From an optimization exercise on the open Yosys and OpenROAD flow, aimed at small area, a short achievable clock period and few clock cycles per item; shortcuts taken in it are not production practice.
Where RTL was checked, it was by simulation tests only, not by an equivalence proof against the original.
Power and IR drop assume default switching activity.

== build 76 ==
==> flow/design.v (excerpt) <==
module reg_file_ctrl #(
    parameter int                DATA_W   = 32,
    parameter int                ADDR_W   = 8,
    parameter int                DEPTH    = 64,
    parameter int                RO_COUNT = 1,
    parameter logic [DATA_W-1:0] ID_VALUE = 32'hACC0_0001
) (
    input  logic                  clk,
    input  logic                  reset,
    input  logic                  req_valid,
    output logic                  req_ready,
    input  logic [1:0]            req_op,
    input  logic [ADDR_W-1:0]     req_addr,
    input  logic [DATA_W-1:0]     req_wdata,
    input  logic [DATA_W/8-1:0]   req_wstrb,
    output logic                  rsp_valid,
    input  logic                  rsp_ready,
    output logic [DATA_W-1:0]     rsp_rdata,
    output logic [3:0]            rsp_error,
    output logic [7:0]            err_count
);
export LEC_CHECK = 0
export CAP_MARGIN = 20
export CORE_MARGIN = 2
export CORE_UTILIZATION = 50
export CTS_CLUSTER_DIAMETER = 80
export CTS_CLUSTER_SIZE = 24
export PLACE_DENSITY = 0.55
export SETUP_SLACK_MARGIN = 4.8
export SLEW_MARGIN = 20
create_clock -name core_clock -period 8.0 [get_ports {clk}]
standard.sh (not shown) runs the stock make flow with config.mk's settings and CLKGATE_MAP_FILE= SYNTH_SCRIPT=/design/flow/synth_recipe.tcl, a recipe that flattens the netlist after the stock synthesis.
==> flow/flow/run.sh <==
#!/bin/bash
set -euo pipefail
cd "$(dirname "$0")/.."
export CTS_ARGS="-sink_clustering_enable -repair_clock_nets -sink_clustering_size 24 -sink_clustering_max_diameter 80 -dont_use_dummy_load"
export BUFFER_PORTS_ARGS="-buffer_cell sky130_fd_sc_hd__buf_1"
bash standard.sh finish > standard.log 2>&1
test -f out/final.def
Build 76 closes out successfully: all stages finished, all timing, DRC and antenna checks passed.
Testbench counts of build 76, summed over its fixed seeds: cycles 16,016, items 16,000.
For build 97, these inputs were changed with respect to build 76:
Settings: swapping 0.55 for 0.65 in PLACE_DENSITY; swapping 80 for 85 in CTS_CLUSTER_DIAMETER; swapping 24 for 28 in CTS_CLUSTER_SIZE; swapping 50 for 60 in CORE_UTILIZATION.
==> flow/flow/run.sh <==
#!/bin/bash
set -euo pipefail
cd "$(dirname "$0")/.."
export CTS_ARGS="-sink_clustering_enable -repair_clock_nets -sink_clustering_size 28 -sink_clustering_max_diameter 85 -dont_use_dummy_load"
export BUFFER_PORTS_ARGS="-buffer_cell sky130_fd_sc_hd__buf_1"
bash standard.sh finish > standard.log 2>&1
test -f out/final.def
Findings:
- Total setup buffers inserted after CTS is higher on build 97
- Compared with build 76, build 97 shows a higher global-route usage.
- Build 97 contains fewer vias than build 76.
- A first element of the critical path of rsp_ready is what build 76 shows, while reset belongs to build 97.
- Setup WNS build 76 -> build 97: better
- Compare build 97 and build 76 | number of vias per cell after detailed routing lower: build 76
- Summary of build 97 over build 76: power after layout went down 810 µW; portion of total power attributed to the clock network -2.7 points; area growth from synthesis to layout has decreased; proportion of power drawn by flip-flops and latches went up.
- Status: number of ports placed on the die boundary parity (build 76, build 97)
### build 97 -> build 67
Settings: swapping 0.65 for 0.55 in PLACE_DENSITY; swapping 60 for 50 in CORE_UTILIZATION.
Notes after the runs:
Build 67 against build 97: power picked up an extra 1.7%, cell area power density +1.4 nW/µm². NOTE: share of post-route cells with drive strength above 1 in build 67 exceeds that of build 97. Build 97 -> build 67: flip-flop and latch count after synthesis delta 0, exact match. Looking at build 67 and build 97, the multi-input logic portion of the cell area is a wash.
Setup changes, build 67 to build 8
Settings: a change of PLACE_DENSITY from 0.55 to 0.45; a change of CORE_UTILIZATION from 50 to 40; a change of CTS_CLUSTER_DIAMETER from 85 to 80; a change of CTS_CLUSTER_SIZE from 28 to 24.
==> flow/flow/run.sh <==
#!/bin/bash
set -euo pipefail
cd "$(dirname "$0")/.."
export CTS_ARGS="-sink_clustering_enable -repair_clock_nets -sink_clustering_size 24 -sink_clustering_max_diameter 80 -dont_use_dummy_load"
export BUFFER_PORTS_ARGS="-buffer_cell sky130_fd_sc_hd__buf_1"
bash standard.sh finish > standard.log 2>&1
test -f out/final.def
### Flow results
Max-slew violation count: build 8 vs build 67 identical
In build 8, source-to-sink clock delay at the later pin of the worst-skew pair is higher than in build 67.
Relative to build 67, the portion of total power attributed to the clock network of build 8 is higher by 3.6 points.
Compared to build 67, build 8 has core occupancy in the finished layout 10 points lower.

========
reg_file_ctrl again, from the RTL that the note above started with.
export LEC_CHECK = 0
export CAP_MARGIN = 20
export CORE_MARGIN = 2
export CORE_UTILIZATION = 60
export CTS_CLUSTER_DIAMETER = 80
export CTS_CLUSTER_SIZE = 24
export PLACE_DENSITY = 0.65
export SETUP_SLACK_MARGIN = 4.8
export SLEW_MARGIN = 20
create_clock -name core_clock -period 8.0 [get_ports {clk}]
==> flow/flow/run.sh <==
#!/bin/bash
set -euo pipefail
cd "$(dirname "$0")/.."
export CTS_ARGS="-sink_clustering_enable -repair_clock_nets -sink_clustering_size 24 -sink_clustering_max_diameter 80 -dont_use_dummy_load"
export BUFFER_PORTS_ARGS="-buffer_cell sky130_fd_sc_hd__buf_1"
bash standard.sh finish > standard.log 2>&1
test -f out/final.def
Testbench counts at the start, summed over its fixed seeds: cycles 16,016, items 16,000.
Next try:
==> flow/flow/run.sh (replaced) <==
#!/bin/bash
set -euo pipefail
cd "$(dirname "$0")/.."
export CTS_ARGS="-sink_clustering_enable -repair_clock_nets -sink_clustering_size 28 -sink_clustering_max_diameter 85 -dont_use_dummy_load"
export BUFFER_PORTS_ARGS="-buffer_cell sky130_fd_sc_hd__buf_1"
bash standard.sh finish > standard.log 2>&1
test -f out/final.def
--- a/flow/config.mk
+++ b/flow/config.mk
@@ -10,4 +10,4 @@
-export CORE_UTILIZATION = 60
-export CTS_CLUSTER_DIAMETER = 80
-export CTS_CLUSTER_SIZE = 24
-export PLACE_DENSITY = 0.65
+export CORE_UTILIZATION = 40
+export CTS_CLUSTER_DIAMETER = 85
+export CTS_CLUSTER_SIZE = 28
+export PLACE_DENSITY = 0.45
Setup slack degrades by 0.014 ns. Routed wire length rose by 15%. Cell area rose by 1.9%. Die area increases by 49%. Worst hold slack barely changes. Critical path depth stays the same. Clock power went up by 9.9%.

========
reg_file_ctrl, a different RTL version from the one above (not shown whole).
Size in the first run: roughly 4500 cells after synthesis, ~2100 flip-flops, about 96 I/O pins, roughly 0.079 mm^2 of cells after synthesis.
Settings: LEC_CHECK=0, CAP_MARGIN=20, CORE_MARGIN=2, CORE_UTILIZATION=30, PLACE_DENSITY=0.35, SETUP_SLACK_MARGIN=4.3, SLEW_MARGIN=20; clock period 8.0 ns.
run.sh (not shown) runs the stock make flow with config.mk's settings and CLKGATE_MAP_FILE= SYNTH_SCRIPT=/design/flow/synth_recipe.tcl, a recipe that flattens the netlist after the stock synthesis.
Stock flow here: none of the scripts above is used.
The starting point completed with no timing, DRC or antenna violations.
Change:
Settings changed: SETUP_SLACK_MARGIN 4.3 to 4.0.
Final area is about the same.
Routed wire length grows by 3.5%.
Combinational power shrinks by about 3%.
Global-route usage grows by 0.99 points.
Sequential cell count is unchanged.
Power grows by 1.3%.
Clock skew shrinks by 5.1 ps.
Via count grows by 1.2%.
Core utilization barely changes.
Cell count is about the same.
Function was not checked in any run of this note: the RTL went through the layout flow alone.

========
reg_file_ctrl, a different RTL version from the one above (not shown whole).
For scale: roughly 4500 cells after synthesis, ~2100 flip-flops, roughly 96 I/O pins, about 79000 um2 of cells after synthesis.
==> flow/design.v (excerpt) <==
module reg_file_ctrl #(
    parameter int                DATA_W   = 32,
    parameter int                ADDR_W   = 8,
    parameter int                DEPTH    = 64,
    parameter int                RO_COUNT = 1,
    parameter logic [DATA_W-1:0] ID_VALUE = 32'hACC0_0001
) (
    input  logic                  clk,
    input  logic                  reset,
    input  logic                  req_valid,
    output logic                  req_ready,
    input  logic [1:0]            req_op,
    input  logic [ADDR_W-1:0]     req_addr,
    input  logic [DATA_W-1:0]     req_wdata,
    input  logic [DATA_W/8-1:0]   req_wstrb,
    output logic                  rsp_valid,
    input  logic                  rsp_ready,
    output logic [DATA_W-1:0]     rsp_rdata,
    output logic [3:0]            rsp_error,
    output logic [7:0]            err_count
);
Settings: LEC_CHECK=0, CAP_MARGIN=20, CORE_MARGIN=2, CORE_UTILIZATION=40, CTS_CLUSTER_DIAMETER=80, CTS_CLUSTER_SIZE=24, PLACE_DENSITY=0.45, SETUP_SLACK_MARGIN=4.8, SLEW_MARGIN=20; clock period 8.0 ns.
The starting point completed with no timing, DRC or antenna violations.
Testbench counts at the start, summed over its fixed seeds: cycles 16,016, items 16,000.
==> next run, changes <==
CORE_UTILIZATION = 30   (was 40)
PLACE_DENSITY = 0.35   (was 0.45)
SETUP_SLACK_MARGIN = 4.5   (was 4.8)
Routed wire length rises by 11%.
Combinational power rises by about 4%.
Setup slack loses 14 ps.
Total power came out higher by about 1.6%.
Final area went up by about 1.4%.
Synthesized area does not change.
Clock power rises by 3.5%.
Global-route usage went down by 5.5 points.

========
reg_file_ctrl again, from the RTL that the note above started with.
clock: 8.0 ns
lec_check: 0
cap_margin: 10
core_margin: 2
core_utilization: 50
place_density: 0.6
setup_slack_margin: 4.5
slew_margin: 10
The first run finished but fails on max-capacitance violations, max-slew violations.
Testbench counts at the start, summed over its fixed seeds: cycles 16,016, items 16,000.
Change:
==> flow/flow/run.sh (new file) <==
#!/bin/bash
set -euo pipefail
cd "$(dirname "$0")/.."
export CTS_ARGS="-sink_clustering_enable -repair_clock_nets -sink_clustering_size 24 -sink_clustering_max_diameter 80 -dont_use_dummy_load"
export BUFFER_PORTS_ARGS="-buffer_cell sky130_fd_sc_hd__buf_1"
bash standard.sh finish > standard.log 2>&1
test -f out/final.def
==> flow/standard.sh (new file) <==
#!/bin/bash
# synth_recipe.tcl (not shown) runs the flow's synth.tcl, then flattens the netlist and writes it again
# the make line also repeats each setting of config.mk as NAME=value (left out here)
make -C /OpenROAD-flow-scripts/flow DESIGN_CONFIG=/design/flow/config.mk WORK_HOME=/design/flow/orfs CLKGATE_MAP_FILE= SYNTH_SCRIPT=/design/flow/synth_recipe.tcl "${@:-finish}"
Settings changed: CAP_MARGIN 10 to 20, CORE_UTILIZATION 50 to 40, CTS_CLUSTER_DIAMETER set to 80, CTS_CLUSTER_SIZE set to 24, PLACE_DENSITY 0.6 to 0.45, SETUP_SLACK_MARGIN 4.5 to 4.8, SLEW_MARGIN 10 to 20.
removed: flow/run.sh
What happened:
- Now the flow finished clean
- clock power falls by 35%
- setup slack is better by 0.16 ns
- clock skew went up by 0.063 ns
- utilization goes down by 13 points
- fmax rises by 4.5%

[static timing again, ports no longer ideal]
How much do the figures lean on ideal ports? The routed layouts below were timed once more, with nothing changed but the port constraints. Step 1: set_driving_cell puts a clkbuf_16 on clk and a buf_2 on each other input, an assumption about the parent block. Step 2 adds t to the input delays and takes it off the output delays; t is the mean of the earliest and latest rising clock arrival at the registers after step 1. Input paths then give back, and output paths get back, about the clock's delay inside the block. Slacks: ideal / step 1 / step 2; pairs: ideal / step 1.
run | t (ns) | setup slack, ns | clock arrival spread, ns | worst register clock-pin slew, ns | cell pins on the clock port's net
build 76 | 0.832 | 4.456 / 4.394 / 4.394 | 0.063 / 0.063 | 0.10 / 0.10 | 1
build 97 | 0.789 | 4.465 / 4.403 / 4.403 | 0.054 / 0.054 | 0.11 / 0.11 | 1
build 67 | 0.809 | 4.455 / 4.391 / 4.391 | 0.056 / 0.055 | 0.11 / 0.11 | 1
build 8 | 0.855 | 4.375 / 4.329 / 4.329 | 0.067 / 0.067 | 0.10 / 0.10 | 1
the first run of note 2 | 0.782 | 4.391 / 4.338 / 4.338 | 0.060 / 0.060 | 0.10 / 0.10 | 1
the second run of note 2 | 0.856 | 4.377 / 4.330 / 4.330 | 0.100 / 0.100 | 0.12 / 0.12 | 1
the first run of note 3 | 0.996 | 4.184 / 4.184 / 3.436 | 0.048 / 0.048 | 0.07 / 0.07 | 1
the second run of note 3 | 1.000 | 3.799 / 3.799 / 3.271 | 0.049 / 0.049 | 0.07 / 0.07 | 1
the first run of note 4 | 0.906 | 4.376 / 4.325 / 4.258 | 0.037 / 0.038 | 0.10 / 0.10 | 1
the second run of note 4 | 0.941 | 4.362 / 4.360 / 4.238 | 0.038 / 0.038 | 0.10 / 0.10 | 1
the first run of note 5 | 0.930 | 4.316 / 4.316 / 4.316 | 0.029 / 0.029 | 0.07 / 0.07 | 1
the second run of note 5 | 0.881 | 4.474 / 4.404 / 4.083 | 0.093 / 0.093 | 0.11 / 0.11 | 1
For the first run of note 3, which loses most, drivers alone change the setup slack by 0.000 ns; drivers and shift together by -0.748 ns.
